Source: an optimization exercise on an open RTL-to-GDS flow (aim: small area, a short achievable clock period and few clock cycles). Production flows keep margins and buffers that such runs may drop. RTL that was checked went through simulation tests only; none was proved equivalent to the original. For runs 3 and 4, only the layout was checked, not whether the RTL still works. Power and IR drop assume default switching activity.

--- flow/config.mk ---
export PLATFORM = sky130hd
export DESIGN_NAME = online_shop
export DESIGN_NICKNAME = online_shop
export VERILOG_FILES = /design/flow/design.v
export SDC_FILE = /design/flow/constraint.sdc
export NUM_CORES = 4
export LEC_CHECK = 0
export CAP_MARGIN = 20
export CORE_MARGIN = 2
export CORE_UTILIZATION = 50
export SLEW_MARGIN = 20
--- flow/constraint.sdc ---
create_clock -name core_clock -period 9.0 [get_ports {clk}]
set_input_delay 1.8000 -clock core_clock [delete_from_list [all_inputs] [get_ports {clk}]]
set_output_delay 1.8000 -clock core_clock [all_outputs]
set_load 0.01 [all_outputs]
--- flow/design.v ---
package shop_pkg;
	typedef logic [15:0] money_t;
	typedef logic [5:0]  item_num_t;
	typedef logic [11:0] exp_t;
	typedef logic [7:0]  user_id_t;
	typedef enum logic [1:0] {
		item_none,
		item_small,
		item_medium,
		item_large
	} item_id_e;
	typedef enum logic [1:0] {
		lvl_platinum = 2'd0,
		lvl_gold     = 2'd1,
		lvl_silver   = 2'd2,
		lvl_copper   = 2'd3
	} level_e;
	typedef enum logic [3:0] {
		act_none    = 4'd0,
		act_buy     = 4'd1,
		act_deposit = 4'd4
	} action_e;
	typedef enum logic [3:0] {
		no_err         = 4'd0,
		inv_not_enough = 4'd2,
		out_of_money   = 4'd3,
		inv_full       = 4'd4,
		wallet_full    = 4'd8
	} err_e;
	typedef struct packed {
		item_num_t large_num;
		item_num_t medium_num;
		item_num_t small_num;
		level_e    level;
		exp_t      exp;
	} shop_info_t;
	typedef struct packed {
		item_id_e  item_id;
		item_num_t item_num;
		user_id_t  seller_id;
	} shop_hist_t;
	typedef struct packed {
		money_t     money;
		shop_hist_t shop_history;
	} user_info_t;
	typedef struct packed {
		shop_info_t shop;
		user_info_t user;
	} account_t;
	typedef union packed {
		money_t money;
		struct packed {
			logic [7:0] pad;
			user_id_t   val;
		} id;
		struct packed {
			logic [11:0] pad;
			action_e     val;
		} action;
		struct packed {
			logic [13:0] pad;
			item_id_e    val;
		} item;
		struct packed {
			logic [9:0] pad;
			item_num_t  val;
		} count;
	} data_in_t;
	typedef enum logic [3:0] {
		s_idle,
		s_user_req,
		s_user_wait,
		s_input,
		s_seller_req,
		s_seller_wait,
		s_buy_calc,
		s_dep_calc,
		s_seller_wr,
		s_seller_wr_wait,
		s_user_wr,
		s_user_wr_wait,
		s_out
	} state_e;
	localparam money_t price_small  = 16'd100;
	localparam money_t price_medium = 16'd200;
	localparam money_t price_large  = 16'd300;
	localparam money_t fee_platinum = 16'd10;
	localparam money_t fee_gold     = 16'd30;
	localparam money_t fee_silver   = 16'd50;
	localparam money_t fee_copper   = 16'd70;
	localparam exp_t exp_small  = 12'd20;
	localparam exp_t exp_medium = 12'd40;
	localparam exp_t exp_large  = 12'd60;
	localparam exp_t exp_to_silver   = 12'd1000;
	localparam exp_t exp_to_gold     = 12'd2500;
	localparam exp_t exp_to_platinum = 12'd4000;
	localparam money_t money_max = 16'd65535;
	localparam int dram_word_bits = 64;
endpackage
`timescale 1ns/1ps
module cnt_mul
(
	input  logic [1:0] item,
	input  logic [5:0] cnt,
	output logic [7:0] nk      
);
	assign nk = (item[0] ? 8'(cnt) : 8'd0) + (item[1] ? 8'({cnt, 1'b0}) : 8'd0);
endmodule
module price_mul
(
	input  logic [7:0]  nk,
	output logic [14:0] pk,    
	output logic [11:0] xk     
);
	logic [14:0] pa, pb, pc, ps, pcy;
	assign pa  = 15'({nk, 6'd0});
	assign pb  = 15'({nk, 5'd0});
	assign pc  = 15'({nk, 2'd0});
	assign ps  = pa ^ pb ^ pc;
	assign pcy = (pa & pb) | (pa & pc) | (pb & pc);
	assign pk  = ps + {pcy[13:0], 1'b0};
	assign xk  = 12'({nk, 4'd0}) + 12'({nk, 2'd0});
endmodule
module user_upd
(
	input  logic [63:0] w,
	input  logic        dep,
	input  logic [16:0] opb,    
	input  logic [11:0] xk,
	input  logic [1:0]  item,
	input  logic [5:0]  cnt,
	input  logic [7:0]  sid,
	output logic [63:0] w_new,
	output logic        inv_full,
	output logic        money_low
);
	logic [63:0] ua;
	logic [5:0]  u_hold;
	logic [6:0]  u_hsum;
	logic [6:0]  fee_m2;
	logic [16:0] op_a, op_b, op_c, cs_s, cs_c, m_diff;
	logic [12:0] e_sum;
	logic [1:0]  lvl_new;
	logic [11:0] exp_new;
	logic [63:0] ua_buy;
	assign ua = {w[39:32], w[47:40], w[55:48], w[63:56],
	             w[7:0],   w[15:8],  w[23:16], w[31:24]};
	always_comb begin
		case (item)
			2'd1:    u_hold = ua[51:46];
			2'd2:    u_hold = ua[57:52];
			2'd3:    u_hold = ua[63:58];
			default: u_hold = 6'd0;
		endcase
		u_hsum   = 7'(u_hold) + 7'(cnt);
		inv_full = u_hsum[6];
		case (ua[45:44])
			2'd0:    fee_m2 = 7'd8;
			2'd1:    fee_m2 = 7'd28;
			2'd2:    fee_m2 = 7'd48;
			default: fee_m2 = 7'd68;
		endcase
		op_a = {1'b0, ua[31:16]};
		op_b = opb;
		op_c = dep ? 17'd0 : ~{10'd0, fee_m2};
		cs_s = op_a ^ op_b ^ op_c;
		cs_c = (op_a & op_b) | (op_a & op_c) | (op_b & op_c);
		m_diff = cs_s + {cs_c[15:0], 1'b0};
		money_low = m_diff[16];
		e_sum = 13'(ua[43:32]) + 13'(xk);
		lvl_new = ua[45:44];
		exp_new = e_sum[11:0];
		case (ua[45:44])
			2'd3: if (e_sum >= 13'd1000) begin lvl_new = 2'd2; exp_new = 12'd0; end
			2'd2: if (e_sum >= 13'd2500) begin lvl_new = 2'd1; exp_new = 12'd0; end
			2'd1: if (e_sum >= 13'd4000) begin lvl_new = 2'd0; exp_new = 12'd0; end
			default: exp_new = 12'd0;
		endcase
		ua_buy = ua;
		if (!dep)
		case (item)
			2'd1: ua_buy[51:46] = u_hsum[5:0];
			2'd2: ua_buy[57:52] = u_hsum[5:0];
			2'd3: ua_buy[63:58] = u_hsum[5:0];
			default: ;
		endcase
		if (!dep) begin
			ua_buy[45:44] = lvl_new;
			ua_buy[43:32] = exp_new;
			ua_buy[15:0]  = {item, cnt, sid};
		end
		ua_buy[31:16] = m_diff[15:0];
	end
	assign w_new = {ua_buy[39:32], ua_buy[47:40], ua_buy[55:48], ua_buy[63:56],
	                ua_buy[7:0],   ua_buy[15:8],  ua_buy[23:16], ua_buy[31:24]};
endmodule
module sell_upd
(
	input  logic [63:0] w,
	input  logic [14:0] pk,
	input  logic [1:0]  item,
	input  logic [5:0]  cnt,
	output logic [63:0] w_new
);
	logic [63:0] sa;
	logic [5:0]  s_hold;
	logic [16:0] s_sum;
	logic [63:0] sa_new;
	assign sa = {w[39:32], w[47:40], w[55:48], w[63:56],
	             w[7:0],   w[15:8],  w[23:16], w[31:24]};
	always_comb begin
		case (item)
			2'd1:    s_hold = sa[51:46];
			2'd2:    s_hold = sa[57:52];
			2'd3:    s_hold = sa[63:58];
			default: s_hold = 6'd0;
		endcase
		s_sum = 17'(sa[31:16]) + 17'(pk);
		sa_new = sa;
		case (item)
			2'd1: sa_new[51:46] = s_hold - cnt;
			2'd2: sa_new[57:52] = s_hold - cnt;
			2'd3: sa_new[63:58] = s_hold - cnt;
			default: ;
		endcase
		sa_new[31:16] = s_sum[16] ? 16'hffff : s_sum[15:0];
	end
	assign w_new = {sa_new[39:32], sa_new[47:40], sa_new[55:48], sa_new[63:56],
	                sa_new[7:0],   sa_new[15:8],  sa_new[23:16], sa_new[31:24]};
endmodule
module stock_chk
(
	input  logic [63:0] w,
	input  logic [1:0]  item,
	input  logic [5:0]  cnt,
	output logic        ok
);
	logic [63:0] sa;
	logic [5:0]  hold;
	assign sa = {w[39:32], w[47:40], w[55:48], w[63:56],
	             w[7:0],   w[15:8],  w[23:16], w[31:24]};
	always_comb begin
		case (item)
			2'd1:    hold = sa[51:46];
			2'd2:    hold = sa[57:52];
			2'd3:    hold = sa[63:58];
			default: hold = 6'd0;
		endcase
	end
	assign ok = hold >= cnt;
endmodule
`timescale 1ns/1ps
module online_shop
(
	input  logic         clk,
	input  logic         inf,
	input  logic [15:0]  data_in,
	input  logic         id_valid,
	input  logic         act_valid,
	input  logic         item_valid,
	input  logic         num_valid,
	input  logic         amnt_valid,
	input  logic         c_out_valid,
	input  logic [63:0]  c_data_r,
	output logic         c_in_valid,
	output logic         c_r_wb,
	output logic [7:0]   c_addr,
	output logic [63:0]  c_data_w,
	output logic         out_valid,
	output logic [3:0]   err_msg,
	output logic         complete,
	output logic [31:0]  out_info
);
	localparam int IDLE  = 0;   
	localparam int UREQ  = 1;   
	localparam int UWAIT = 2;   
	localparam int HAVEU = 3;   
	localparam int DCALC = 4;   
	localparam int SREQ  = 5;   
	localparam int SWAIT = 6;   
	localparam int WREQ  = 7;   
	localparam int WWAIT = 8;   
	localparam int SERR  = 9;   
	localparam int NST   = 10;
	logic [NST-1:0] st;
	logic [NST-1:0] nst;
	logic           pend;
	logic           can_req;
	logic [7:0]  uid;
	logic [7:0]  sid;
	logic [7:0]  xin;       
	logic [15:0] info_hi;
	logic        got_sid;
	logic        got_amt;
	logic [16:0] opb;       
	logic [11:0] xk;        
	logic [63:0] wbuf;
	logic [63:0] sbuf;
	logic        inv_full_q;
	logic        money_low_q;
	logic        req;
	logic        rd;
	logic [7:0]  addr_n;
	logic        ovld;
	logic [3:0]  err_n;
	wire [1:0] item = xin[7:6];
	wire [5:0] cnt  = xin[5:0];
	assign c_data_w = wbuf;
	assign out_info = {info_hi, xin[7:0], sid};
	always_ff @(posedge clk or negedge inf) begin
		if (!inf)
			pend <= 1'b0;
		else
			pend <= c_in_valid || (pend && !c_out_valid);
	end
	assign can_req = !c_in_valid && (!pend || c_out_valid);
	always_ff @(posedge clk) begin
		if (id_valid && st[IDLE])
			uid <= data_in[7:0];
		if (st[DCALC])
			{xin[7:0], sid} <= {ua_new[7:0], ua_new[15:8]};
		else if (st[SERR])
			{xin[7:0], sid} <= 16'd0;
		else begin
			if (id_valid && !st[IDLE])
				sid <= data_in[7:0];
			if (num_valid)
				xin[5:0] <= data_in[5:0];
			if (item_valid)
				xin[7:6] <= data_in[1:0];
		end
		if (id_valid && st[IDLE]) begin
			got_sid <= 1'b0;
			got_amt <= 1'b0;
		end else begin
			if (id_valid)
				got_sid <= 1'b1;
			if (amnt_valid)
				got_amt <= 1'b1;
		end
	end
	logic [7:0]  nk;
	logic [7:0]  nk_n;
	logic [14:0] pk_n;
	logic [11:0] xk_n;
	cnt_mul u_cnt_mul (.item(item), .cnt(data_in[5:0]), .nk(nk_n));
	price_mul u_price_mul (.nk(nk), .pk(pk_n), .xk(xk_n));
	always_ff @(posedge clk) begin
		if (num_valid)
			nk <= nk_n;
		if (amnt_valid)
			opb <= {1'b0, data_in};
		else if (!got_amt)
			opb <= ~{2'b00, pk_n};
		xk <= xk_n;
	end
	logic [63:0] ua_new;    
	logic        inv_full;
	logic        money_low;
	logic [63:0] sa_new;
	logic        stock_ok;
	user_upd u_user_upd (
		.w         (wbuf),
		.dep       (st[DCALC]),
		.opb       (opb),
		.xk        (xk),
		.item      (item),
		.cnt       (cnt),
		.sid       (sid),
		.w_new     (ua_new),
		.inv_full  (inv_full),
		.money_low (money_low)
	);
	sell_upd u_sell_upd (
		.w     (sbuf),
		.pk    (~opb[14:0]),
		.item  (item),
		.cnt   (cnt),
		.w_new (sa_new)
	);
	stock_chk u_stock_chk (
		.w    (c_data_r),
		.item (item),
		.cnt  (cnt),
		.ok   (stock_ok)
	);
	logic [3:0] buy_err;
	logic stock_ok_q;
	always_ff @(posedge clk)
		stock_ok_q <= stock_ok;
	assign buy_err  = inv_full_q ? 4'd4 : !stock_ok_q ? 4'd2 : money_low_q ? 4'd3 : 4'd0;
	logic u_go, sid_now, amt_now, buy_ok, u_req, ovf;
	assign u_go    = st[HAVEU] || (st[UWAIT] && c_out_valid);
	assign sid_now = got_sid || id_valid;
	assign amt_now = got_amt || amnt_valid;
	assign ovf     = money_low;
	assign buy_ok  = !inv_full_q && !money_low_q && stock_ok;
	assign u_req   = ((st[IDLE] && id_valid) || st[UREQ]) && can_req;
	always_comb begin
		nst[IDLE]  = (st[IDLE] && !id_valid) || (st[DCALC] && !ovf) || st[SERR] || (st[WWAIT] && c_out_valid);
		nst[UREQ]  = ((st[IDLE] && id_valid) || st[UREQ]) && !can_req;
		nst[UWAIT] = u_req || (st[UWAIT] && !c_out_valid);
		nst[HAVEU] = u_go && !sid_now && !amt_now;
		nst[DCALC] = u_go && !sid_now && amt_now;
		nst[SREQ]  = u_go && sid_now;
		nst[SWAIT] = st[SREQ] || (st[SWAIT] && !c_out_valid);
		nst[WREQ]  = st[SWAIT] && c_out_valid && buy_ok;
		nst[SERR]  = (st[SWAIT] && c_out_valid && !buy_ok) || (st[DCALC] && ovf);
		nst[WWAIT] = st[WREQ] || (st[WWAIT] && !c_out_valid);
		req  = u_req || nst[SREQ] || (st[DCALC] && !ovf) || nst[WREQ] || (st[WWAIT] && c_out_valid);
		ovld = (st[DCALC] && !ovf) || st[SERR] || (st[WWAIT] && c_out_valid);
		rd   = st[IDLE] || st[UREQ] || st[UWAIT] || st[HAVEU];
		err_n = !st[SERR] ? 4'd0 : got_amt ? 4'd8 : buy_err;
		if (st[IDLE])
			addr_n = data_in[7:0];
		else if (st[UWAIT] || st[HAVEU])
			addr_n = id_valid ? data_in[7:0] : sid;
		else if (st[WREQ] || st[WWAIT])
			addr_n = sid;
		else
			addr_n = uid;
	end
	always_ff @(posedge clk or negedge inf) begin
		if (!inf) begin
			st         <= NST'(1) << IDLE;
			c_in_valid <= 1'b0;
			out_valid  <= 1'b0;
		end else begin
			st         <= nst;
			c_in_valid <= req;
			out_valid  <= ovld;
		end
	end
	always_ff @(posedge clk) begin
		c_r_wb   <= rd;
		c_addr   <= addr_n;
		err_msg  <= err_n;
		complete <= (err_n == 4'd0);
	end
	always_ff @(posedge clk) begin
		if (st[UWAIT])
			wbuf <= c_data_r;
		else if (st[SREQ] || st[DCALC])
			wbuf <= ua_new;
		else if (st[WREQ])
			wbuf <= sa_new;
		sbuf <= c_data_r;
		if (st[SREQ]) begin
			inv_full_q  <= inv_full;
			money_low_q <= money_low;
		end
		if (st[SREQ])
			info_hi <= {ua_new[7:0], ua_new[15:8]};
		else if (st[DCALC] || st[SERR])
			info_hi <= 16'd0;
	end
endmodule
--- flow/flow/run.sh ---
#!/bin/bash
# Own flow: the standard layout (standard.sh, unchanged synthesis and steps) with two
# extra ORFS settings passed on make's command line:
#  - port buffers are buf_1 cells instead of the default delay-buffer cells;
set -euo pipefail
cd "$(dirname "$0")/.."
bash standard.sh \
  "BUFFER_PORTS_ARGS=-buffer_cell sky130_fd_sc_hd__buf_1" \
  SETUP_SLACK_MARGIN=5.8 \
  finish > flow_make.log 2>&1
--- flow/standard.sh ---
#!/bin/bash
# synth_recipe.tcl (not shown) runs the flow's synth.tcl, then flattens the netlist and writes it again
# the make line also repeats each setting of config.mk as NAME=value (left out here)
make -C /OpenROAD-flow-scripts/flow DESIGN_CONFIG=/design/flow/config.mk WORK_HOME=/design/flow/orfs CLKGATE_MAP_FILE= SYNTH_SCRIPT=/design/flow/synth_recipe.tcl "${@:-finish}"
==> run_results.csv, run 1 <==
group,metric,value,unit
cells_and_area,areaGrowthSynthToFinish,23.4,%
outcome,outcome,"no timing/DRC/antenna violations",
worst_hold_path,hold_end,"err_msg[0]",
worst_setup_path,crit_required,9260,ps
drt,vias_per_cell,5.60,
cells_and_area,fillers,2074,
global_routing,grt-ovfl-total,0,
synth,synthSimpleGateAreaFrac,9.91,%
timing,tightest_slew,895,ps
drt,routedWlPerCell,20.2,µm
worst_hold_path,hold_depth,2,
timing,period_needed,3890,ps
synth,ys_top_cells_by_area,"edfxtp_1, dfxtp_1, ha_1",
synth,ys_seq_area_share,48.4,%
clocking,cts_sinks,235,
clocking,clkTransAtPathRegs,70,ps
clocking,cts_buffer_depth,3,
worst_hold_path,worst_hold_path_type,"register to register",
global_routing,antenna_found_initial,1,
synth,synth_nets,1384,
timing,final_hold_viol_count,0,
synth,yosys-top-cells-count,"edfxtp_1, inv_1, nand2_1",
worst_setup_path,endpoint_kind,"register",
global_routing,first_global_vias,9587,
worst_setup_path,cp_max_fo,4,
synth,synth-seq-cells,235,
worst_hold_path,hold_path.startpoint,"stock_ok_q",
clocking,cts-root-buf,"clkbuf_16",
place,hpwl,25300,µm
pwr,power_density,400,mW/mm²
synth,synth.area.mux_share,3.37,%
synth,avgSynthCellArea,10.6,µm²
cells_and_area,diodes,0,
synth,synth_top_family_by_area,"compound AO/OA/AOI/OAI gates",
synth,synth_fa_ha_area_share,12.8,%
synth,synth-edff-count,130,
synth,ys_async_sr_fraction,5.53,%
timing,fmax,0.257,GHz
die,start_util,51.3,%
clocking,cts.htree.levels,1,
die,std_cell_rows,57,
synth,yosys.area.top_type_share,31.1,%
pwr,total_leakage_power,6.49,nW
clocking,numCtsBuffers,27,
worst_setup_path,regToRegEndpoint,"wbuf[5]",
die,fp.dieW,162,µm
place,port_buffers,198,
synth,synth_xor_area_share,3.77,%
timing,maxSlewViolCount,0,
worst_setup_path,ff2ff_setup_slack,5110,ps
worst_setup_path,crit_type,"register to register",
worst_setup_path,setup.worst_path.start_class,"register",
timing,rsz0062_at_grt,"yes",
job,maxCapViolCount,0,
cells_and_area,fin_nets,1622,
place,gp_congestion,0.867,
global_routing,grt_max_degree,85,
global_routing,track_usage,26.5,%
synth,synth_compound_area_share,17.0,%
timing,setup_viol,0,
synth,synth_ff_type,"edfxtp_1",
synth,netlist_area,0.0125,mm²
worst_setup_path,arrival,4150,ps
clocking,clock_latency,540,ps
global_routing,grt_pass1_wl,53400,µm
worst_setup_path,r2r_cells,16,
synth,yosys_warnings,4,
cells_and_area,drive_above_1_share,15.1,%
synth,synth_cell_types,67,
drt,drt-initial-drc-count,758,
drt,vias,9895,
die,dieHeight,162,µm
drt,dr.pass1.iters,5,
drt,postRouteAntennaNets,0,
timing,setup_tns,0,ps
timing,min_period_over_period,43.3,%
die,io_pins,200,
die,dieArea,0.0264,mm²
synth,synth_cells,1184,
pwr,power.total,0.00619,W
cells_and_area,fin_util,63.3,%
worst_setup_path,timing.rr.start,"wbuf[52]",
timing,slew-limit-headroom,40.2,%
die,coreArea,0.0245,mm²
drt,post-route-drc-count,0,
clocking,cts_tree,"yes",
drt,routed_wirelength,35700,µm
pwr,ir_worst_vdd,287,µV
synth,yosysTopAreaCell,"edfxtp_1",
synth,yosysMostFrequentCell,"edfxtp_1",
timing,skew,15.6,ps
==> how the worst max path moves through the flow <==
| stage | start | end | slack, ps | cells after the start |
|---|---|---|---|---|
| detailed placement | c_data_r[44] | c_in_valid | 4530 | 12 |
| floorplan | c_data_r[44] | c_in_valid | 5070 | 11 |
| CTS | wbuf[52] | wbuf[7] | 5140 | 14 |
| global route | wbuf[52] | wbuf[7] | 5000 | 14 |
| global placement | c_data_r[34] | c_in_valid | 4570 | 12 |
| finish | wbuf[52] | wbuf[5] | 5110 | 16 |
==> report_power, final <==
group	internal (W)	switching [W]
logic	0.00144	0.00196
clock network	0.000650	0.000458
registers	0.00150	0.000171
==> cells by family after synthesis <==
logic type	after synthesis
flops	235
simple gates	259
buf+inv	155
fa+ha+maj	112
xor+xnor	54
compound gates	329
mux	40
==> what timing repair did <==
item | in CTS | in global routing
gates cloned | 0 | 0
endpoints found under the setup margin | 77 | 69
hold buffers | 0 | 0
pin swaps | 28 | 43
endpoints found under the hold margin | 0 | 0
gates resized for setup | 56 | 70
buffers inserted | 18 | 19
==> layout make-up <==
| class | count | area, µm² | share of cell area (%) |
|---|---|---|---|
| clock inverters | 10 | 65.1 | 0.420 |
| well taps | 324 | 405 | 2.62 |
| clock buffers | 39 | 836 | 5.40 |
| inverters | 113 | 432 | 2.79 |
| repair buffers | 251 | 1250 | 8.09 |
| multi-input cells | 794 | 6420 | 41.4 |
| flip-flops and latches | 235 | 6070 | 39.2 |
==> layer usage <==
layer | GRT usage (%) | share of wire [%] | vias to the layer above
met1 | 36.4 | 43 | 4747
met3 | 3.85 | 5.9 | 77
li1 | - | - | 4726
met5 | 0 | 0.036 | -
met4 | 9.81 | 3.8 | 2
met2 | 43.1 | 47 | 343
==> stage by stage <==
step                std cells  instance area [µm²]  hold WS (ps)  worst slack (ps)
finish                   1766                15500           455              5110
global route             1766                15500           480              5000
CTS                      1747                15000           457              5140
detailed placement       1680                13700           438              4530
global placement         1680                13700           446              4570
floorplan                1184                12700           416              5070
==> registers in the layout, summed over array words and instances (netlist names), 4 cells and up <==
name,count
nk,8
info_hi,16
xk,10
sid,8
sbuf,64
opb,17
st,10
err_msg,4
uid,8
xin,8
wbuf,64
c_addr,8
==> worst max-delay path, cell delays in order (launching register included) <==
cell	delay, ps
edfxtp_1	480
inv_2	130
ha_4	210
or2_4	240
fa_1	550
inv_2	40
ha_4	210
o21a_1	170
o31a_1	120
o22a_1	240
a311o_1	360
buf_4	170
a21o_1	160
a21oi_2	150
xor2_2	190
buf_4	140
a221oi_2	40
==> cell usage in the layout, fill, tap and decap left out, types with 9 or more instances in the layout <==
cell and n:
o31ai_1 10, a21o_1 25, nand2b_1 13, clkbuf_16 31, o22ai_1 13, inv_1 105
xnor2_1 25, o21bai_1 14, o21a_1 11, a21oi_2 10, mux2_2 16, nor2_1 45
edfxtp_1 130, o21ai_0 82, buf_6 14, a22o_1 25, a21oi_1 58, xor2_1 19
fa_1 25, mux2i_1 21, buf_4 39, and2_1 24, nor3_1 9, dfrtp_1 10
buf_1 191, ha_1 74, nand2_1 101, a22oi_1 10, dfxtp_1 92, a211oi_1 10
Testbench counts, summed over its fixed seeds: cycles 28,975.
==> run 2, diff against run 1 <==
--- a/flow/flow/run.sh
+++ b/flow/flow/run.sh
@@ -6,5 +6,5 @@
 cd "$(dirname "$0")/.."
 bash standard.sh \
   "BUFFER_PORTS_ARGS=-buffer_cell sky130_fd_sc_hd__buf_1" \
-  SETUP_SLACK_MARGIN=5.8 \
+  SETUP_SLACK_MARGIN=5.5 \
   finish > flow_make.log 2>&1
==> run 2 against run 1 <==
Against the previous run:
- cell count fell by 1.1%
- critical endpoint is now wbuf[7]
- clock-buffer cell count rose by 4
- cell area fell by 3.1%
- synthesized area did not move
- highest routed layer is now met4
- critical path depth fell by 2
- synthesized cell count did not move
- largest cell class unchanged
- power fell by 5.7%
- routed wire length fell by 2.7%
==> run_results.csv, run 2 <==
group,metric,value,unit
outcome,outcome,"no timing/DRC/antenna violations",
drt,drt-initial-drc-count,858,
die,fp.dieW,162,µm
die,start_util,51.3,%
worst_hold_path,hold_path.startpoint,"st[1]",
synth,avgSynthCellArea,10.6,µm²
cells_and_area,drive_above_1_share,10.1,%
worst_setup_path,crit_type,"register to register",
timing,maxSlewViolCount,0,
synth,netlist_area,0.0125,mm²
clocking,clkTransAtPathRegs,60,ps
timing,min_period_over_period,43.0,%
synth,synth-seq-cells,235,
die,dieArea,0.0264,mm²
clocking,cts-root-buf,"clkbuf_16",
pwr,swShare,41.4,%
cells_and_area,layout.cells.most_common,"buf_1",
global_routing,grt-ovfl-total,0,
worst_setup_path,cp_cell_sequence,"inv_2, ha_4, or2_4, fa_1, inv_2, ha_4, o21a_1, o31a_1, o22a_1, a311o_1, a211oi_2, o21bai_1, xor2_1, o311a_1",
synth,yosys-top-cells-count,"edfxtp_1, inv_1, nand2_1",
drt,vias_per_cell,5.55,
clocking,numCtsBuffers,27,
global_routing,grt_max_degree,86,
drt,routed_wirelength,34700,µm
place,port_buffers,198,
timing,skew,11.5,ps
synth,synth_ff_type,"edfxtp_1",
clocking,cts_sinks,235,
timing,fmax,0.259,GHz
pwr,power_density,389,mW/mm²
die,coreArea,0.0245,mm²
timing,setup_tns,0,ps
cells_and_area,fillers,2074,
synth,synth_cell_types,67,
cells_and_area,diodes,0,
timing,setup_viol,0,
worst_hold_path,worst_hold_path_type,"register to register",
synth,synth_nets,1384,
pwr,seqPwrFrac,28.8,%
clocking,clock_latency,540,ps
drt,routedWlPerCell,19.9,µm
clocking,cts_tree,"yes",
pwr,total_leakage_power,6.30,nW
synth,ys_async_sr_fraction,5.53,%
job,maxCapViolCount,0,
pwr,ir_worst_vdd,279,µV
pwr,internal_power,0.00342,W
worst_setup_path,slowest_stage,"fa_1",
synth,yosysTopAreaCell,"edfxtp_1",
synth,ys_top_cells_by_area,"edfxtp_1, dfxtp_1, ha_1",
place,hpwl,25300,µm
worst_setup_path,endpoint_kind,"register",
drt,vias,9682,
timing,tightest_slew,1050,ps
global_routing,track_usage,26.0,%
synth,synth-edff-count,130,
drt,dr.pass1.iters,6,
worst_setup_path,ff2ff_setup_slack,5130,ps
cells_and_area,reg_top3,"sbuf x64, wbuf x64, opb x17",
global_routing,antenna_found_initial,0,
synth,ys_seq_area_share,48.4,%
worst_setup_path,timing.rr.start,"wbuf[53]",
timing,rsz0062_at_grt,"yes",
drt,postRouteAntennaNets,0,
worst_setup_path,crit_required,9290,ps
pwr,power_frac_comb,51.3,%
synth,yosys_warnings,4,
die,dieHeight,162,µm
synth,yosysMostFrequentCell,"edfxtp_1",
timing,slew-limit-headroom,29.8,%
pwr,pwr-share-clk,19.8,%
cells_and_area,areaGrowthSynthToFinish,19.6,%
pwr,power.total,0.00584,W
die,std_cell_rows,57,
worst_setup_path,arrival,4160,ps
timing,final_hold_viol_count,0,
worst_setup_path,crit_start,"wbuf[53]",
drt,post-route-drc-count,0,
die,io_pins,200,
synth,synth_cells,1184,
global_routing,first_global_vias,9342,
clocking,cts_buffer_depth,3,
clocking,ctsHoldBuffers,0,
cells_and_area,fin_nets,1601,
place,placed_cells,1677,
global_routing,grt_pass1_wl,52600,µm
cells_and_area,layout_common_cells,"buf_1, edfxtp_1, inv_1",
worst_setup_path,setup.worst_path.start_class,"register",
worst_setup_path,cp_max_fo,4,
pwr,switching_power,0.00242,W
clocking,cts.htree.levels,1,
place,gp_congestion,0.869,
synth,yosys.area.top_type_share,31.1,%
timing,period_needed,3870,ps
worst_setup_path,critical-path-max-stage-delay,510,ps
cells_and_area,final_cells,1746,
[run 2: worst paths after layout]
check,end,depth (start not counted)
min in group asynchronous,st[8],1
worst max register to register,wbuf[7],14
max in group asynchronous,st[4],1
worst min register to register,c_r_wb,2
worst max-delay path,wbuf[7],14
worst min-delay path,c_r_wb,2
[run 2: cell type report]
class                      count  area (µm²)  area share (%)
clock buffer                  43         860            5.73
tap                          324         405            2.70
inverter                     113         429            2.86
multi-input combinational    794        6140            41.0
timing repair buffer         230         998            6.66
clock inverter                 7        91.3           0.609
sequential                   235        6070            40.5
[run 2: power by group through the flow]
stage               Sequential [W]  Combinational (W)  Clock, W
global placement           0.00170            0.00264         0
finish                     0.00168            0.00300   0.00116
global route               0.00171            0.00328   0.00121
floorplan                  0.00169            0.00182         0
CTS                        0.00168            0.00275   0.00117
detailed placement         0.00171            0.00267         0
[run 2: layer usage]
metal | up-vias | GRT usage, % | share of wire [%]
li1 | 4683 | - | -
met5 | - | 0 | 0
met1 | 4581 | 35.3 | 43
met4 | 0 | 8.25 | 3.3
met2 | 355 | 43.5 | 47
met3 | 63 | 3.62 | 6.9
[run 2: worst max-delay path, delay by kind of cell (launching register included)]
| family | cells | cell delay [ps] |
|---|---|---|
| xor+xnor | 1 | 210 |
| fa+ha+maj | 3 | 940 |
| compound gates | 7 | 1570 |
| buf+inv | 2 | 190 |
| flops | 1 | 480 |
| simple gates | 1 | 250 |
[run 2: stage by stage]
stage	hold slack [ps]	cell area [µm²]	util [%]	setup WS (ps)
final	455	15000	61.3	5130
after global routing	484	15000	61.3	5030
after CTS	457	14800	60.4	5120
after detailed placement	438	13700	56.0	4540
after global placement	445	13700	56.0	4590
after floorplan	416	12600	-	5070
[run 2: logic make-up (layout without fill, tap and decap cells)]
family	after synthesis	after routing	synth area share [%]
xor+xnor	54	54	3.77
simple gates	259	259	9.91
flops	235	235	48.4
compound gates	329	329	17.0
fa+ha+maj	112	112	12.8
buf+inv	155	393	4.65
mux	40	40	3.37
[run 2: timing repair]
item	4_1_cts	5_1_grt
cloned	0	0
endpoints found under the hold margin	0	0
pin swaps	3	17
endpoints found under the setup margin	41	43
setup buffers	3	16
resized for setup	18	25
==> run 3, diff against run 2 <==
--- a/flow/design.v
+++ b/flow/design.v
@@ -124,21 +124,20 @@
 module user_upd
 (
 	input  logic [63:0] w,
-	input  logic        dep,
 	input  logic [16:0] opb,    
 	input  logic [11:0] xk,
 	input  logic [1:0]  item,
 	input  logic [5:0]  cnt,
 	input  logic [7:0]  sid,
 	output logic [63:0] w_new,
-	output logic        inv_full,
-	output logic        money_low
+	output logic [16:0] m_diff,
+	output logic        inv_full
 );
 	logic [63:0] ua;
 	logic [5:0]  u_hold;
 	logic [6:0]  u_hsum;
 	logic [6:0]  fee_m2;
-	logic [16:0] op_a, op_b, op_c, cs_s, cs_c, m_diff;
+	logic [16:0] op_a, op_b, op_c, cs_s, cs_c;
 	logic [12:0] e_sum;
 	logic [1:0]  lvl_new;
 	logic [11:0] exp_new;
@@ -162,11 +161,10 @@
 		endcase
 		op_a = {1'b0, ua[31:16]};
 		op_b = opb;
-		op_c = dep ? 17'd0 : ~{10'd0, fee_m2};
+		op_c = ~{10'd0, fee_m2};
 		cs_s = op_a ^ op_b ^ op_c;
 		cs_c = (op_a & op_b) | (op_a & op_c) | (op_b & op_c);
 		m_diff = cs_s + {cs_c[15:0], 1'b0};
-		money_low = m_diff[16];
 		e_sum = 13'(ua[43:32]) + 13'(xk);
 		lvl_new = ua[45:44];
 		exp_new = e_sum[11:0];
@@ -177,19 +175,15 @@
 			default: exp_new = 12'd0;
 		endcase
 		ua_buy = ua;
-		if (!dep)
 		case (item)
 			2'd1: ua_buy[51:46] = u_hsum[5:0];
 			2'd2: ua_buy[57:52] = u_hsum[5:0];
 			2'd3: ua_buy[63:58] = u_hsum[5:0];
 			default: ;
 		endcase
-		if (!dep) begin
-			ua_buy[45:44] = lvl_new;
-			ua_buy[43:32] = exp_new;
-			ua_buy[15:0]  = {item, cnt, sid};
-		end
-		ua_buy[31:16] = m_diff[15:0];
+		ua_buy[45:44] = lvl_new;
+		ua_buy[43:32] = exp_new;
+		ua_buy[15:0]  = {item, cnt, sid};
 	end
 	assign w_new = {ua_buy[39:32], ua_buy[47:40], ua_buy[55:48], ua_buy[63:56],
 	                ua_buy[7:0],   ua_buy[15:8],  ua_buy[23:16], ua_buy[31:24]};
@@ -249,6 +243,18 @@
 	end
 	assign ok = hold >= cnt;
 endmodule
+module dep_user
+(
+	input  logic [63:0] w,
+	input  logic [15:0] amount,
+	output logic [63:0] w_new,
+	output logic        ovf
+);
+	logic [16:0] d_sum;
+	assign d_sum = 17'({w[7:0], w[15:8]}) + 17'(amount);
+	assign ovf   = d_sum[16];
+	assign w_new = {w[63:16], d_sum[7:0], d_sum[15:8]};
+endmodule
 `timescale 1ns/1ps
 module online_shop
 (
@@ -297,7 +303,6 @@
 	logic [63:0] wbuf;
 	logic [63:0] sbuf;
 	logic        inv_full_q;
-	logic        money_low_q;
 	logic        req;
 	logic        rd;
 	logic [7:0]  addr_n;
@@ -318,7 +323,7 @@
 		if (id_valid && st[IDLE])
 			uid <= data_in[7:0];
 		if (st[DCALC])
-			{xin[7:0], sid} <= {ua_new[7:0], ua_new[15:8]};
+			{xin[7:0], sid} <= {ua_dep[7:0], ua_dep[15:8]};
 		else if (st[SERR])
 			{xin[7:0], sid} <= 16'd0;
 		else begin
@@ -354,22 +359,31 @@
 			opb <= ~{2'b00, pk_n};
 		xk <= xk_n;
 	end
-	logic [63:0] ua_new;    
+	logic [63:0] ua_buy;    
+	logic [16:0] m_diff;    
+	logic [16:0] mreg;      
+	logic        mwb;       
 	logic        inv_full;
-	logic        money_low;
+	logic [63:0] ua_dep;
+	logic        ovf;
 	logic [63:0] sa_new;
 	logic        stock_ok;
 	user_upd u_user_upd (
 		.w         (wbuf),
-		.dep       (st[DCALC]),
 		.opb       (opb),
 		.xk        (xk),
 		.item      (item),
 		.cnt       (cnt),
 		.sid       (sid),
-		.w_new     (ua_new),
-		.inv_full  (inv_full),
-		.money_low (money_low)
+		.w_new     (ua_buy),
+		.m_diff    (m_diff),
+		.inv_full  (inv_full)
+	);
+	dep_user u_dep_user (
+		.w      (wbuf),
+		.amount (opb[15:0]),
+		.w_new  (ua_dep),
+		.ovf    (ovf)
 	);
 	sell_upd u_sell_upd (
 		.w     (sbuf),
@@ -388,13 +402,12 @@
 	logic stock_ok_q;
 	always_ff @(posedge clk)
 		stock_ok_q <= stock_ok;
-	assign buy_err  = inv_full_q ? 4'd4 : !stock_ok_q ? 4'd2 : money_low_q ? 4'd3 : 4'd0;
-	logic u_go, sid_now, amt_now, buy_ok, u_req, ovf;
+	assign buy_err  = inv_full_q ? 4'd4 : !stock_ok_q ? 4'd2 : mreg[16] ? 4'd3 : 4'd0;
+	logic u_go, sid_now, amt_now, buy_ok, u_req;
 	assign u_go    = st[HAVEU] || (st[UWAIT] && c_out_valid);
 	assign sid_now = got_sid || id_valid;
 	assign amt_now = got_amt || amnt_valid;
-	assign ovf     = money_low;
-	assign buy_ok  = !inv_full_q && !money_low_q && stock_ok;
+	assign buy_ok  = !inv_full_q && !mreg[16] && stock_ok;
 	assign u_req   = ((st[IDLE] && id_valid) || st[UREQ]) && can_req;
 	always_comb begin
 		nst[IDLE]  = (st[IDLE] && !id_valid) || (st[DCALC] && !ovf) || st[SERR] || (st[WWAIT] && c_out_valid);
@@ -440,17 +453,22 @@
 	always_ff @(posedge clk) begin
 		if (st[UWAIT])
 			wbuf <= c_data_r;
-		else if (st[SREQ] || st[DCALC])
-			wbuf <= ua_new;
+		else if (st[SREQ])
+			wbuf <= ua_buy;
+		else if (mwb)
+			{wbuf[7:0], wbuf[15:8]} <= mreg[15:0];
+		else if (st[DCALC])
+			wbuf <= ua_dep;
 		else if (st[WREQ])
 			wbuf <= sa_new;
 		sbuf <= c_data_r;
-		if (st[SREQ]) begin
-			inv_full_q  <= inv_full;
-			money_low_q <= money_low;
-		end
+		mwb  <= st[SREQ];
+		if (st[SREQ])
+			mreg <= m_diff;
 		if (st[SREQ])
-			info_hi <= {ua_new[7:0], ua_new[15:8]};
+			inv_full_q <= inv_full;
+		if (mwb)
+			info_hi <= mreg[15:0];
 		else if (st[DCALC] || st[SERR])
 			info_hi <= 16'd0;
 	end
--- a/flow/flow/run.sh
+++ b/flow/flow/run.sh
@@ -6,5 +6,5 @@
 cd "$(dirname "$0")/.."
 bash standard.sh \
   "BUFFER_PORTS_ARGS=-buffer_cell sky130_fd_sc_hd__buf_1" \
-  SETUP_SLACK_MARGIN=5.5 \
+  SETUP_SLACK_MARGIN=5.8 \
   finish > flow_make.log 2>&1
==> run 3 against run 2 <==
Against the previous run:
- first-iteration DRC count down 9.2%
- critical endpoint is now c_in_valid
- routed wire length grew 12%
- clock power is essentially flat
- flip-flop and latch count is 17 higher
- global-route usage decreased by 0.20 points
==> run_results.csv, run 3 <==
group,metric,value,unit
synth,ys_seq_area_share,47.0,%
synth,yosys_warnings,4,
synth,yosys.area.top_type_share,31.3,%
place,port_buffers,198,
die,std_cell_rows,61,
synth,synth_ff_type,"edfxtp_1",
synth,yosysTopAreaCell,"edfxtp_1",
drt,drt-initial-drc-count,779,
worst_setup_path,endpoint_kind,"register",
global_routing,first_global_vias,10600,
clocking,clkTransAtPathRegs,60,ps
timing,setup_viol,0,
place,gp_congestion,0.870,
timing,min_period_over_period,39.3,%
cells_and_area,drive_above_1_share,12.2,%
synth,ys_async_sr_fraction,5.16,%
die,fp.dieW,171,µm
timing,final_hold_viol_count,0,
global_routing,grt_max_degree,65,
die,io_pins,200,
pwr,swShare,40.5,%
worst_setup_path,setup.worst_path.start_class,"input pin",
global_routing,antenna_found_initial,0,
synth,synth-edff-count,146,
clocking,cts_sinks,252,
place,hpwl,27900,µm
pwr,power_frac_comb,51.7,%
worst_setup_path,arrival,3950,ps
timing,final.setup.worst_slack,5460,ps
worst_setup_path,crit_required,9420,ps
worst_setup_path,crit_top_cell,"a21o_1",
pwr,total_leakage_power,6.84,nW
die,dieHeight,171,µm
pwr,seqPwrFrac,29.4,%
timing,fmax,0.283,GHz
pwr,power_density,377,mW/mm²
cells_and_area,layout.cells.most_common,"buf_1",
cells_and_area,fillers,2382,
pwr,switching_power,0.00257,W
worst_setup_path,crit_type,"input pin to register",
clocking,clock_latency,550,ps
worst_setup_path,cp_max_fo,3,
clocking,cts_buffer_depth,3,
pwr,ir_worst_vdd,232,µV
worst_setup_path,regToRegEndpoint,"mreg[15]",
die,start_util,50.6,%
cells_and_area,areaGrowthSynthToFinish,20.4,%
worst_setup_path,cp-endpoint,"c_in_valid",
timing,tightest_slew,1120,ps
timing,slew-limit-headroom,25.0,%
place,dpl_worst_slack,4860,ps
worst_hold_path,worst_hold_path_type,"register to register",
pwr,pwr-share-clk,18.8,%
synth,avgSynthCellArea,10.5,µm²
worst_setup_path,r2r_cells,14,
synth,yosysMostFrequentCell,"edfxtp_1",
job,maxCapViolCount,0,
clocking,ctsHoldBuffers,0,
synth,synth_cells,1337,
die,coreArea,0.0276,mm²
global_routing,track_usage,25.8,%
drt,vias_per_cell,5.53,
global_routing,grt-ovfl-total,0,
global_routing,grt_pass1_wl,58200,µm
worst_setup_path,critical-path-max-stage-delay,390,ps
clocking,cts.htree.levels,1,
worst_setup_path,ff2ff_setup_slack,5580,ps
cells_and_area,fin_nets,1787,
timing,skew,19.9,ps
cells_and_area,reg_top3,"sbuf x64, wbuf x64",
drt,postRouteAntennaNets,0,
clocking,cts_tree,"yes",
drt,dr.pass1.iters,5,
worst_hold_path,hold_path.startpoint,"stock_ok_q",
cells_and_area,layout_common_cells,"buf_1, edfxtp_1, inv_1",
drt,routed_wirelength,39100,µm
synth,ys_top_cells_by_area,"edfxtp_1, dfxtp_1, ha_1",
synth,synth_cell_types,76,
worst_setup_path,timing.rr.start,"wbuf[53]",
cells_and_area,diodes,0,
worst_setup_path,cp_cell_sequence,"buf_6, mux2_4, a22oi_2, ha_1, nand2b_4, a21o_1, a21o_1, a21o_1, a21o_1, a21oi_2, nor4_2, or4_1",
drt,routedWlPerCell,19.8,µm
timing,maxSlewViolCount,0,
drt,vias,10900,
outcome,outcome,"no timing/DRC/antenna violations",
drt,post-route-drc-count,0,
synth,netlist_area,0.0140,mm²
timing,rsz0062_at_grt,"yes",
clocking,cts-root-buf,"clkbuf_16",
synth,yosys-top-cells-count,"edfxtp_1, inv_1, ha_1",
worst_setup_path,crit_start,"c_data_r[44]",
die,dieArea,0.0293,mm²
timing,period_needed,3540,ps
synth,synth_nets,1553,
clocking,numCtsBuffers,29,
timing,setup_tns,0,ps
pwr,internal_power,0.00378,W
synth,synth-seq-cells,252,
worst_setup_path,slowest_stage,"or4_1",
run 3: changes by cell type after synthesis, sizes merged, moves of 7 or more:
cell | previous run | this run
o22a | 2 | 16
nor3 | 11 | 28
inv | 111 | 122
fa | 28 | 17
xnor2 | 32 | 48
o211ai | 1 | 8
nor2 | 51 | 82
ha | 84 | 111
edfxtp | 130 | 146
o22ai | 16 | 5
a211o | 0 | 8
run 3: cells by family (layout without fill, tap and decap cells):
group	after synthesis	count (layout)	share of synthesized area [%]
flops	252	252	47.0
fa+ha+maj	128	128	12.4
simple gates	318	318	10.8
mux	44	44	3.33
compound gates	362	362	17.9
buf+inv	168	424	4.52
xor+xnor	65	65	4.12
run 3: what timing repair did:
item	CTS	global route
gates resized for setup	32	41
setup buffers	11	25
pin swaps	13	24
cloned	1	3
endpoints found under the setup margin	55	55
run 3: worst min path at each step:
stage                 endpoint  slack, ps  cells after the start
floorplan           err_msg[0]        410                      2
global placement    err_msg[0]        440                      2
detailed placement  err_msg[0]        440                      2
CTS                 err_msg[0]        450                      2
global route        err_msg[0]        500                      2
finish              err_msg[0]        450                      2
run 3: area by class of cell:
cell class	count	area [µm²]	area share (%)
Sequential cell	252	6580	39.1
Inverter	123	467	2.77
Clock buffer	44	873	5.18
Timing Repair inverter	1	7.51	0.0446
Clock inverter	9	104	0.617
Multi-Input combinational cell	917	7120	42.3
Tap cell	378	473	2.81
Timing Repair Buffer	247	1220	7.26
run 3: power groups by stage:
stage	Sequential [W]	Clock (W)	Combinational, W
detailed placement	0.00189	0	0.00288
global placement	0.00189	0	0.00285
global route	0.00190	0.00125	0.00362
CTS	0.00187	0.00121	0.00305
floorplan	0.00187	0	0.00210
finish	0.00187	0.00119	0.00328
run 3: through the flow:
stage          std cells  total power (W)  hold slack [ps]  cell area [µm²]  utilization [%]
3_3_place_gp        1878          0.00474              437            15200             54.9
6_report            1971          0.00635              453            16800             61.0
4_1_cts             1943          0.00613              454            16400             59.3
3_5_place_dp        1878          0.00478              444            15200             54.9
5_1_grt             1971          0.00677              496            16800             61.0
2_1_floorplan       1337          0.00397              413            14100                -
run 3: critical path: cells and delay by family:
family | cells | cell delay, ps
AOI/OAI and AO/OA | 6 | 960
and+or+nand+nor | 3 | 580
muxes | 1 | 260
adders and majority gates | 1 | 250
buffers and inverters | 1 | 100
run 3: layer usage:
layer	share of wire, %	wire (µm)	track usage (%)	vias up
li1	-	-	-	5287
met1	45	17400	35.2	5186
met2	46	18100	43.3	375
met3	6.3	2470	3.68	61
met4	2.6	1030	6.78	0
met5	0	0	0	-
==> run 4, diff against run 3 <==
--- a/flow/design.v
+++ b/flow/design.v
@@ -230,18 +230,20 @@
 	output logic        ok
 );
 	logic [63:0] sa;
-	logic [5:0]  hold;
+	logic        ge1, ge2, ge3;
 	assign sa = {w[39:32], w[47:40], w[55:48], w[63:56],
 	             w[7:0],   w[15:8],  w[23:16], w[31:24]};
+	assign ge1 = sa[51:46] >= cnt;
+	assign ge2 = sa[57:52] >= cnt;
+	assign ge3 = sa[63:58] >= cnt;
 	always_comb begin
 		case (item)
-			2'd1:    hold = sa[51:46];
-			2'd2:    hold = sa[57:52];
-			2'd3:    hold = sa[63:58];
-			default: hold = 6'd0;
+			2'd1:    ok = ge1;
+			2'd2:    ok = ge2;
+			2'd3:    ok = ge3;
+			default: ok = cnt == 6'd0;
 		endcase
 	end
-	assign ok = hold >= cnt;
 endmodule
 module dep_user
 (
==> run 4 against run 3 <==
Against the previous run:
- still clean on timing, DRC and antenna
- non-clock buffer count is 6 lower
- die area increased by 0.77%
- sequential power up 7%
- setup slack gained 150 ps
- critical path type is now register to register
==> run_results.csv, run 4 <==
group,metric,value,unit
cells_and_area,fin_nets,1834,
pwr,total_leakage_power,6.86,nW
timing,period_needed,3390,ps
worst_setup_path,regToRegEndpoint,"mreg[15]",
drt,routedWlPerCell,19.8,µm
global_routing,grt_pass1_wl,59100,µm
global_routing,grt-ovfl-total,0,
drt,postRouteAntennaNets,0,
synth,synth_cell_types,79,
worst_hold_path,hold_path.startpoint,"stock_ok_q",
cells_and_area,areaGrowthSynthToFinish,19.0,%
synth,synth-edff-count,146,
drt,dr.pass1.iters,5,
worst_setup_path,crit_required,9300,ps
clocking,cts_tree,"yes",
worst_setup_path,arrival,3690,ps
die,dieHeight,172,µm
worst_setup_path,cp_max_fo,4,
timing,setup_viol,0,
worst_setup_path,r2r_cells,14,
worst_setup_path,setup.worst_path.start_class,"register",
synth,ys_top_cells_by_area,"edfxtp_1, dfxtp_1, ha_1",
die,fp.dieW,172,µm
die,coreArea,0.0278,mm²
drt,routed_wirelength,39700,µm
worst_setup_path,endpoint_kind,"register",
synth,yosysMostFrequentCell,"edfxtp_1",
timing,rsz0062_at_grt,"yes",
drt,post-route-drc-count,0,
cells_and_area,finish.instance_area,0.0168,mm²
synth,synth-seq-cells,252,
synth,yosys-top-cells-count,"edfxtp_1, inv_1, ha_1",
clocking,cts.htree.levels,1,
worst_setup_path,crit_type,"register to register",
worst_hold_path,hold_end,"err_msg[0]",
worst_hold_path,hold_depth,2,
timing,fmax,0.295,GHz
timing,tightest_slew,1100,ps
cells_and_area,layout.cells.most_common,"buf_1",
worst_setup_path,timing.rr.start,"wbuf[53]",
cells_and_area,layout_common_cells,"buf_1, edfxtp_1, inv_1",
timing,skew,12.4,ps
worst_setup_path,crit_start,"wbuf[53]",
drt,vias,11200,
timing,slew-limit-headroom,26.6,%
timing,min_period_over_period,37.7,%
die,start_util,50.7,%
global_routing,antenna_found_initial,1,
global_routing,grt_max_degree,108,
clocking,clkTransAtPathRegs,60,ps
job,maxCapViolCount,0,
die,dieArea,0.0296,mm²
synth,synth_cells,1376,
place,postPlaceCellArea,0.0153,mm²
pwr,ir_worst_vdd,230,µV
synth,ys_async_sr_fraction,5.16,%
synth,ys_seq_area_share,46.6,%
drt,drt-initial-drc-count,732,
synth,avgSynthCellArea,10.2,µm²
clocking,numCtsBuffers,28,
die,std_cell_rows,61,
worst_setup_path,ff2ff_setup_slack,5610,ps
die,io_pins,200,
clocking,cts-root-buf,"clkbuf_16",
global_routing,track_usage,26.3,%
place,gp_congestion,0.886,
outcome,outcome,"no timing/DRC/antenna violations",
synth,yosys.area.top_type_share,31.1,%
synth,netlist_area,0.0141,mm²
global_routing,first_global_vias,10700,
worst_hold_path,worst_hold_path_type,"register to register",
clocking,cts_sinks,252,
synth,synth_ff_type,"edfxtp_1",
pwr,power.total,0.00713,W
clocking,cts_buffer_depth,3,
pwr,power_density,425,mW/mm²
clocking,ctsHoldBuffers,0,
timing,maxSlewViolCount,0,
timing,final_hold_viol_count,0,
drt,vias_per_cell,5.56,
synth,synth_nets,1604,
place,port_buffers,198,
timing,setup_tns,0,ps
timing,fin_hold_ws,455,ps
synth,yosysTopAreaCell,"edfxtp_1",
clocking,clock_latency,550,ps
cells_and_area,diodes,0,
cells_and_area,drive_above_1_share,10.3,%
synth,yosys_warnings,4,
place,hpwl,28800,µm
cells_and_area,reg_top3,"sbuf x64, wbuf x64",
==> run 4: final cells by class <==
class                   instances  area, µm²
clock buffers                  42        835
inverters                     129        495
multi-input cells             954       7180
clock inverters                10        100
flip-flops and latches        252       6580
well taps                     378        473
repair buffers                241       1110
fillers                      2436      11000
==> run 4: critical path, cell delays in order (launching register included) <==
cell,delay [ps]
edfxtp_1,470
inv_2,120
ha_4,160
nor2_4,40
fa_1,410
ha_1,360
nor2b_2,170
o21ai_2,150
a21boi_2,100
o41ai_2,310
buf_4,190
o2111ai_4,140
a31o_2,290
a21oi_2,180
xnor2_1,80
==> run 4: worst max path at each step <==
stage	end	slack, ps	cells after the start
global placement	c_in_valid	4770	11
finish	mreg[15]	5610	14
detailed placement	c_in_valid	4760	11
floorplan	c_in_valid	5510	10
global route	mreg[16]	5450	12
CTS	mreg[16]	5630	12
==> run 4: routing by layer <==
metal  wire length, µm  part of all wire, %  vias to the layer above  global-route usage [%]
met1             17100                   43                     5318                    35.1
li1                  -                    -                     5390                       -
met2             18600                   47                      371                    44.2
met4              1390                  3.5                        2                    9.13
met3              2500                  6.3                       77                    3.39
met5                11                0.028                        -                       0
==> run 4: repair_timing <==
item / in CTS / in global routing
setup buffers: 15 / 13
resized for setup: 26 / 35
gates cloned: 0 / 2
pin swaps: 21 / 14
setup endpoints to repair: 26 / 40
==> run 4: where the power goes <==
group / switching (W) / internal, W
Combinational: 0.00233 / 0.00164
Sequential: 0.000232 / 0.00177
Clock: 0.000460 / 0.000694
Total: 0.00302 / 0.00410
==> run 4: cells by family after synthesis <==
kind of cell	after synthesis	share of synthesized area, %
AOI/OAI and AO/OA	366	17.0
buffers and inverters	170	4.53
DFF	252	46.6
xor gates and xnor gates	67	4.30
and+or+nand+nor	343	11.4
muxes	38	2.73
adders and majority gates	140	13.3
==> run 4: through the flow <==
step                setup slack [ps]  instances  utilization [%]
floorplan                       5510       1376                -
global placement                4770       1923             55.2
detailed placement              4760       1924             55.2
CTS                             5630       1991             59.4
global route                    5450       2006             60.4
finish                          5610       2006             60.4
==> run 5, diff against run 4 <==
--- a/flow/design.v
+++ b/flow/design.v
@@ -297,7 +297,6 @@
 	logic [7:0]  uid;
 	logic [7:0]  sid;
 	logic [7:0]  xin;       
-	logic [15:0] info_hi;
 	logic        got_sid;
 	logic        got_amt;
 	logic [16:0] opb;       
@@ -313,7 +312,7 @@
 	wire [1:0] item = xin[7:6];
 	wire [5:0] cnt  = xin[5:0];
 	assign c_data_w = wbuf;
-	assign out_info = {info_hi, xin[7:0], sid};
+	assign out_info = {mreg[15:0], xin[7:0], sid};
 	always_ff @(posedge clk or negedge inf) begin
 		if (!inf)
 			pend <= 1'b0;
@@ -467,11 +466,9 @@
 		mwb  <= st[SREQ];
 		if (st[SREQ])
 			mreg <= m_diff;
+		else if (st[DCALC] || st[SERR])
+			mreg <= 17'd0;
 		if (st[SREQ])
 			inv_full_q <= inv_full;
-		if (mwb)
-			info_hi <= mreg[15:0];
-		else if (st[DCALC] || st[SERR])
-			info_hi <= 16'd0;
 	end
 endmodule
==> run 5 against run 4 <==
Against the previous run:
- sequential power fell by 8%
- die area shrank 2.6%
- synthesized cell count down 0.51%
- combinational power is 5% lower
- largest cell class unchanged
==> run_results.csv, run 5 <==
group,metric,value,unit
outcome,outcome,"no timing/DRC/antenna violations",
global_routing,track_usage,26.5,%
synth,synth-edff-count,130,
synth,yosys-top-cells-count,"edfxtp_1, ha_1, inv_1",
timing,maxSlewViolCount,0,
clocking,ctsHoldBuffers,0,
pwr,total_leakage_power,6.63,nW
synth,yosysTopAreaCell,"edfxtp_1",
cells_and_area,reg_top3,"sbuf x64, wbuf x64",
synth,yosys.area.top_type_share,28.4,%
timing,tightest_slew,1070,ps
timing,fmax,0.300,GHz
clocking,cts-root-buf,"clkbuf_16",
drt,routed_wirelength,38800,µm
synth,avgSynthCellArea,10.0,µm²
worst_setup_path,endpoint_kind,"register",
synth,synth_nets,1597,
place,hpwl,28200,µm
clocking,cts_sinks,236,
synth,synth_fa_ha_area_share,13.7,%
pwr,power_density,412,mW/mm²
timing,final_hold_viol_count,0,
place,port_buffers,198,
synth,yosysMostFrequentCell,"edfxtp_1",
synth,synth_xor_area_share,3.32,%
cells_and_area,layout.cells.most_common,"buf_1",
synth,ys_async_sr_fraction,5.51,%
die,dieArea,0.0288,mm²
global_routing,antenna_found_initial,0,
synth,synth_ff_type,"edfxtp_1",
place,gp_congestion,0.893,
worst_setup_path,critical-path-max-stage-delay,410,ps
pwr,ir_worst_vdd,284,µV
worst_setup_path,arrival,3730,ps
drt,routedWlPerCell,20.1,µm
global_routing,first_global_vias,10700,
synth,ys_top_cells_by_area,"edfxtp_1, dfxtp_1, ha_1",
die,io_pins,200,
synth,ys_seq_area_share,44.4,%
clocking,cts_tree,"yes",
synth,synth_cells,1369,
synth,synth_top_family_by_area,"compound AO/OA/AOI/OAI gates",
drt,drt-initial-drc-count,740,
pwr,power.total,0.00664,W
timing,rsz0062_at_grt,"yes",
worst_setup_path,crit_type,"input pin to register",
global_routing,grt_max_degree,83,
worst_hold_path,worst_hold_path_type,"register to register",
drt,postRouteAntennaNets,0,
synth,synth-seq-cells,236,
synth,synth_cell_types,76,
job,maxCapViolCount,0,
cells_and_area,diodes,0,
synth,synth.area.mux_share,2.97,%
worst_hold_path,hold_path.startpoint,"stock_ok_q",
cells_and_area,fin_nets,1800,
cells_and_area,areaGrowthSynthToFinish,17.5,%
cells_and_area,layout_common_cells,"buf_1, edfxtp_1, nand2_1",
drt,vias,10900,
synth,netlist_area,0.0137,mm²
timing,period_needed,3330,ps
worst_setup_path,crit_top_cell,"a21o_1",
drt,vias_per_cell,5.66,
worst_setup_path,crit_buf_inv,3,
die,std_cell_rows,60,
timing,setup_viol,0,
die,dieHeight,170,µm
timing,fin_hold_ws,445,ps
cells_and_area,drive_above_1_share,10.7,%
worst_setup_path,timing.rr.start,"wbuf[53]",
global_routing,grt-ovfl-total,0,
worst_setup_path,cp_max_fo,3,
worst_setup_path,path_delay_family,"compound AO/OA/AOI/OAI gates",
worst_setup_path,crit_required,9400,ps
clocking,numCtsBuffers,26,
worst_setup_path,ff2ff_setup_slack,5680,ps
die,coreArea,0.0270,mm²
clocking,clkTransAtPathRegs,60,ps
synth,synthSimpleGateAreaFrac,11.3,%
cells_and_area,finish.instance_area,0.0161,mm²
drt,post-route-drc-count,0,
place,postPlaceCellArea,0.0148,mm²
die,fp.dieW,170,µm
place,placed_cells,1864,
timing,skew,9.65,ps
worst_setup_path,setup.worst_path.start_class,"input pin",
synth,yosys_warnings,4,
clocking,cts_buffer_depth,3,
worst_setup_path,cp_cell_sequence,"buf_4, inv_6, ha_4, nand2b_4, a21o_1, a21o_1, a211oi_2, o21ai_2, a32oi_2, buf_6, nor4_1, or4_1",
worst_setup_path,slowest_stage,"or4_1",
timing,slew-limit-headroom,28.3,%
synth,synth_compound_area_share,18.8,%
global_routing,grt_pass1_wl,58700,µm
timing,setup_tns,0,ps
clocking,cts.htree.levels,1,
worst_setup_path,crit_start,"c_data_r[54]",
cells_and_area,final_cells,1933,
timing,min_period_over_period,37.0,%
drt,dr.pass1.iters,5,
die,start_util,50.9,%
clocking,clock_latency,530,ps
==> run 5: area by class of cell <==
cell class | count | area [µm²]
clock buffer | 44 | 800
clock inverter | 4 | 20.0
fill | 2400 | 10800
inverter | 125 | 482
multi-input combinational | 948 | 7230
sequential | 236 | 6100
tap | 341 | 427
timing repair buffer | 235 | 1080
==> run 5: kinds of logic after synthesis <==
group / after synthesis
AOI/OAI and AO/OA: 386
adders and majority gates: 140
and+or+nand+nor: 331
muxes: 39
DFF: 236
buffers and inverters: 185
xor gates and xnor gates: 52
==> run 5: metal layers <==
layer | up-vias | global-route usage (%) | wire length [µm]
met5 | - | 0 | 0
met4 | 0 | 9.51 | 1290
met3 | 72 | 4.22 | 2100
met2 | 332 | 44.9 | 18400
met1 | 5221 | 34.5 | 17100
li1 | 5314 | - | -
==> run 5: worst paths after layout <==
| path | endpoint | cells past startpoint |
|---|---|---|
| setup / recovery | c_in_valid | 12 |
| hold / removal | err_msg[0] | 2 |
| setup reg to reg | mreg[16] | 13 |
| hold reg to reg | err_msg[0] | 2 |
| max in group asynchronous | st[2] | 1 |
| min in group asynchronous | out_valid | 1 |
==> run 5: tightest hold or removal path: cells and delay by family (launching register included) <==
family / cells / cell delay (ps)
AND/OR/NAND/NOR: 2 / 90
flip-flops: 1 / 310
==> run 5: stage by stage <==
stage	worst slack (ps)	util [%]
after floorplan	5490	-
after CTS	5670	58.8
final	5670	59.9
after global placement	4780	54.9
after global routing	5580	59.9
after detailed placement	4770	54.9
==> run 5: repair_timing <==
item                       4_1_cts  5_1_grt
pin swaps                       15       27
gates cloned                     0        1
buffers inserted                12        8
resized for setup               38       52
setup endpoints to repair       24       44
==> run 5: where the power goes <==
part | internal, W | total [W] | switching (W)
clock network | 0.000600 | 0.00102 | 0.000421
logic | 0.00151 | 0.00378 | 0.00228
registers | 0.00160 | 0.00184 | 0.000243
Testbench counts of run 5, summed over its fixed seeds: cycles 28,975.
==> run 6, diff against run 5 <==
--- a/flow/config.mk
+++ b/flow/config.mk
@@ -8,4 +8,6 @@
 export CAP_MARGIN = 20
 export CORE_MARGIN = 2
 export CORE_UTILIZATION = 50
+export CTS_CLUSTER_DIAMETER = 100
+export CTS_CLUSTER_SIZE = 30
 export SLEW_MARGIN = 20
==> run 6 against run 5 <==
Against the previous run:
- still clean
- critical path depth unchanged
- die area did not move
- routed wire length decreased by 0.59%
- cell area down 1.9%
==> run_results.csv, run 6 <==
group,metric,value,unit
worst_setup_path,crit_required,9380,ps
synth,synth-seq-cells,236,
pwr,pwr-share-clk,10.6,%
synth,synth_cells,1369,
worst_setup_path,arrival,3720,ps
global_routing,grt-ovfl-total,0,
cells_and_area,fillers,2414,
synth,yosys-top-cells-count,"edfxtp_1, ha_1, inv_1",
pwr,power_density,400,mW/mm²
clocking,numCtsBuffers,13,
synth,synth_ff_type,"edfxtp_1",
timing,final_hold_viol_count,0,
synth,ys_top_cells_by_area,"edfxtp_1, dfxtp_1, ha_1",
clocking,cts-root-buf,"clkbuf_16",
timing,period_needed,3340,ps
synth,yosysMostFrequentCell,"edfxtp_1",
die,start_util,50.9,%
pwr,seqPwrFrac,29.0,%
drt,routed_wirelength,38600,µm
timing,tightest_slew,1050,ps
timing,min_period_over_period,37.1,%
cells_and_area,fin_nets,1789,
pwr,switching_power,0.00291,W
synth,synth_cell_types,76,
drt,vias_per_cell,5.71,
timing,setup_tns,0,ps
clocking,clock_latency,500,ps
timing,maxSlewViolCount,0,
die,fp.dieW,170,µm
cells_and_area,diodes,0,
global_routing,track_usage,26.1,%
timing,final.setup.worst_slack,5660,ps
outcome,outcome,"no timing/DRC/antenna violations",
die,dieHeight,170,µm
timing,fin_hold_ws,452,ps
worst_setup_path,cp_max_fo,3,
cells_and_area,drive_above_1_share,10.5,%
worst_setup_path,crit_type,"input pin to register",
global_routing,grt_max_degree,83,
worst_setup_path,endpoint_kind,"register",
synth,synth-edff-count,130,
drt,post-route-drc-count,0,
die,io_pins,200,
drt,postRouteAntennaNets,0,
synth,yosysTopAreaCell,"edfxtp_1",
job,maxCapViolCount,0,
clocking,clkTransAtPathRegs,110,ps
synth,synth_nets,1597,
pwr,ir_worst_vdd,283,µV
synth,yosys_warnings,4,
timing,fmax,0.300,GHz
die,coreArea,0.0270,mm²
clocking,cts_sinks,236,
drt,vias,10900,
pwr,swShare,45.9,%
place,port_buffers,198,
worst_hold_path,worst_hold_path_type,"register to register",
die,dieArea,0.0288,mm²
place,hpwl,28200,µm
global_routing,antenna_found_initial,0,
clocking,cts.htree.levels,1,
place,dpl_worst_slack,4770,ps
timing,rsz0062_at_grt,"yes",
drt,dr.pass1.iters,6,
pwr,internal_power,0.00342,W
timing,setup_viol,0,
cells_and_area,areaGrowthSynthToFinish,15.3,%
pwr,total_leakage_power,6.45,nW
drt,drt-initial-drc-count,788,
drt,routedWlPerCell,20.2,µm
timing,slew-limit-headroom,29.5,%
synth,avgSynthCellArea,10.0,µm²
global_routing,grt_pass1_wl,57900,µm
synth,netlist_area,0.0137,mm²
clocking,cts_buffer_depth,3,
clocking,cts_tree,"yes",
synth,ys_async_sr_fraction,5.51,%
cells_and_area,layout_common_cells,"buf_1, edfxtp_1, nand2_1",
synth,ys_seq_area_share,44.4,%
place,gp_congestion,0.893,
cells_and_area,layout.cells.most_common,"buf_1",
worst_setup_path,setup.worst_path.start_class,"input pin",
cells_and_area,reg_top3,"sbuf x64, wbuf x64",
synth,yosys.area.top_type_share,28.4,%
die,std_cell_rows,60,
pwr,power_frac_comb,60.4,%
global_routing,first_global_vias,10400,
timing,skew,31.1,ps
run 6: final timing paths:
check                             start          to  slack (ps)  cells past startpoint
max in group asynchronous           inf       st[2]        7160                      1
min in group asynchronous           inf        pend        1320                      1
setup reg to reg               wbuf[52]    mreg[16]        5660                     12
setup / recovery           c_data_r[44]  c_in_valid        5660                     12
hold / removal               stock_ok_q  err_msg[0]         450                      2
hold reg to reg              stock_ok_q  err_msg[0]         450                      2
run 6: logic make-up (layout without fill, tap and decap cells):
logic type	count (synthesis)	in the layout	synth area share, %
flops	236	236	44.4
mux	39	39	2.97
fa+ha+maj	140	140	13.7
simple gates	331	331	11.3
buf+inv	185	383	5.50
compound gates	386	386	18.8
xor+xnor	52	52	3.32
run 6: layout make-up:
type | instances | area, µm² | share of cell area (%)
inverter | 125 | 487 | 3.08
multi-input combinational | 948 | 7280 | 46.0
tap | 341 | 427 | 2.70
timing repair buffer | 237 | 1110 | 7.01
clock buffer | 16 | 337 | 2.13
clock inverter | 5 | 80.1 | 0.506
sequential | 236 | 6100 | 38.5
run 6: power by group through the flow:
stage	clock (W)	sequential [W]	combinational, W
after detailed placement	0	0.00186	0.00332
final	0.000674	0.00183	0.00382
after global placement	0	0.00185	0.00328
after floorplan	0	0.00184	0.00235
after CTS	0.000685	0.00183	0.00355
after global routing	0.000717	0.00186	0.00419
run 6: what timing repair did:
action	in CTS	in global routing
pin swaps	14	40
gates resized for setup	41	69
endpoints found under the setup margin	23	43
cloned	0	1
hold buffers	0	0
buffers inserted	11	11
run 6: through the flow:
stage | utilization (%) | power (W) | cells | area [µm²]
finish | 58.7 | 0.00633 | 1908 | 15800
global route | 58.7 | 0.00677 | 1908 | 15800
CTS | 57.4 | 0.00607 | 1896 | 15500
detailed placement | 54.9 | 0.00517 | 1864 | 14800
global placement | 54.9 | 0.00513 | 1864 | 14800
floorplan | - | 0.00419 | 1369 | 13800
run 6: per-layer routing:
layer / up-vias / share of wire [%] / global-route usage (%)
li1: 5278 / - / -
met1: 5215 / 44 / 34.9
met2: 335 / 48 / 44.6
met3: 60 / 4.8 / 2.92
met4: 0 / 3.4 / 8.44
met5: - / 0 / 0
run 6: critical path, cell delays in order:
cell and delay (ps):
buf_2 110, inv_1 50, ha_1 270, nand2b_1 140
a21o_1 160, a21o_1 160, a21oi_2 130, o21ai_1 110
a32oi_2 170, buf_6 160, nor4_4 40, or4_1 420

==> static timing again, ports no longer ideal <==
How much do the figures lean on ideal ports? The routed layouts below were timed once more, with nothing changed but the port constraints.
Step 1 assumes that a clkbuf_16 drives the clock port and a buf_2 every other input.
Step 2 also shifts input and output timing later by t, the mid clock arrival at the registers, as if the neighbouring blocks saw the same clock.
Slacks: ideal / step 1 / step 2; pairs: ideal / step 1.
run | shift t [ns] | slack for setup (ns) | worst slew at a driven data input, ns
run 1 | 0.577 | 5.107 / 5.107 / 4.699 | 0.07
run 2 | 0.581 | 5.134 / 5.134 / 4.609 | 0.08
run 3 | 0.591 | 5.463 / 5.472 / 4.881 | 0.07
run 4 | 0.591 | 5.609 / 5.609 / 5.149 | 0.07
run 5 | 0.571 | 5.667 / 5.676 / 5.114 | 0.07
run 6 | 0.534 | 5.662 / 5.665 / 5.144 | 0.07
After both steps setup and hold are still met in every run listed. The setup slack of run 3, which loses most, moves by +0.009 ns with the drivers and by -0.582 ns with both steps.
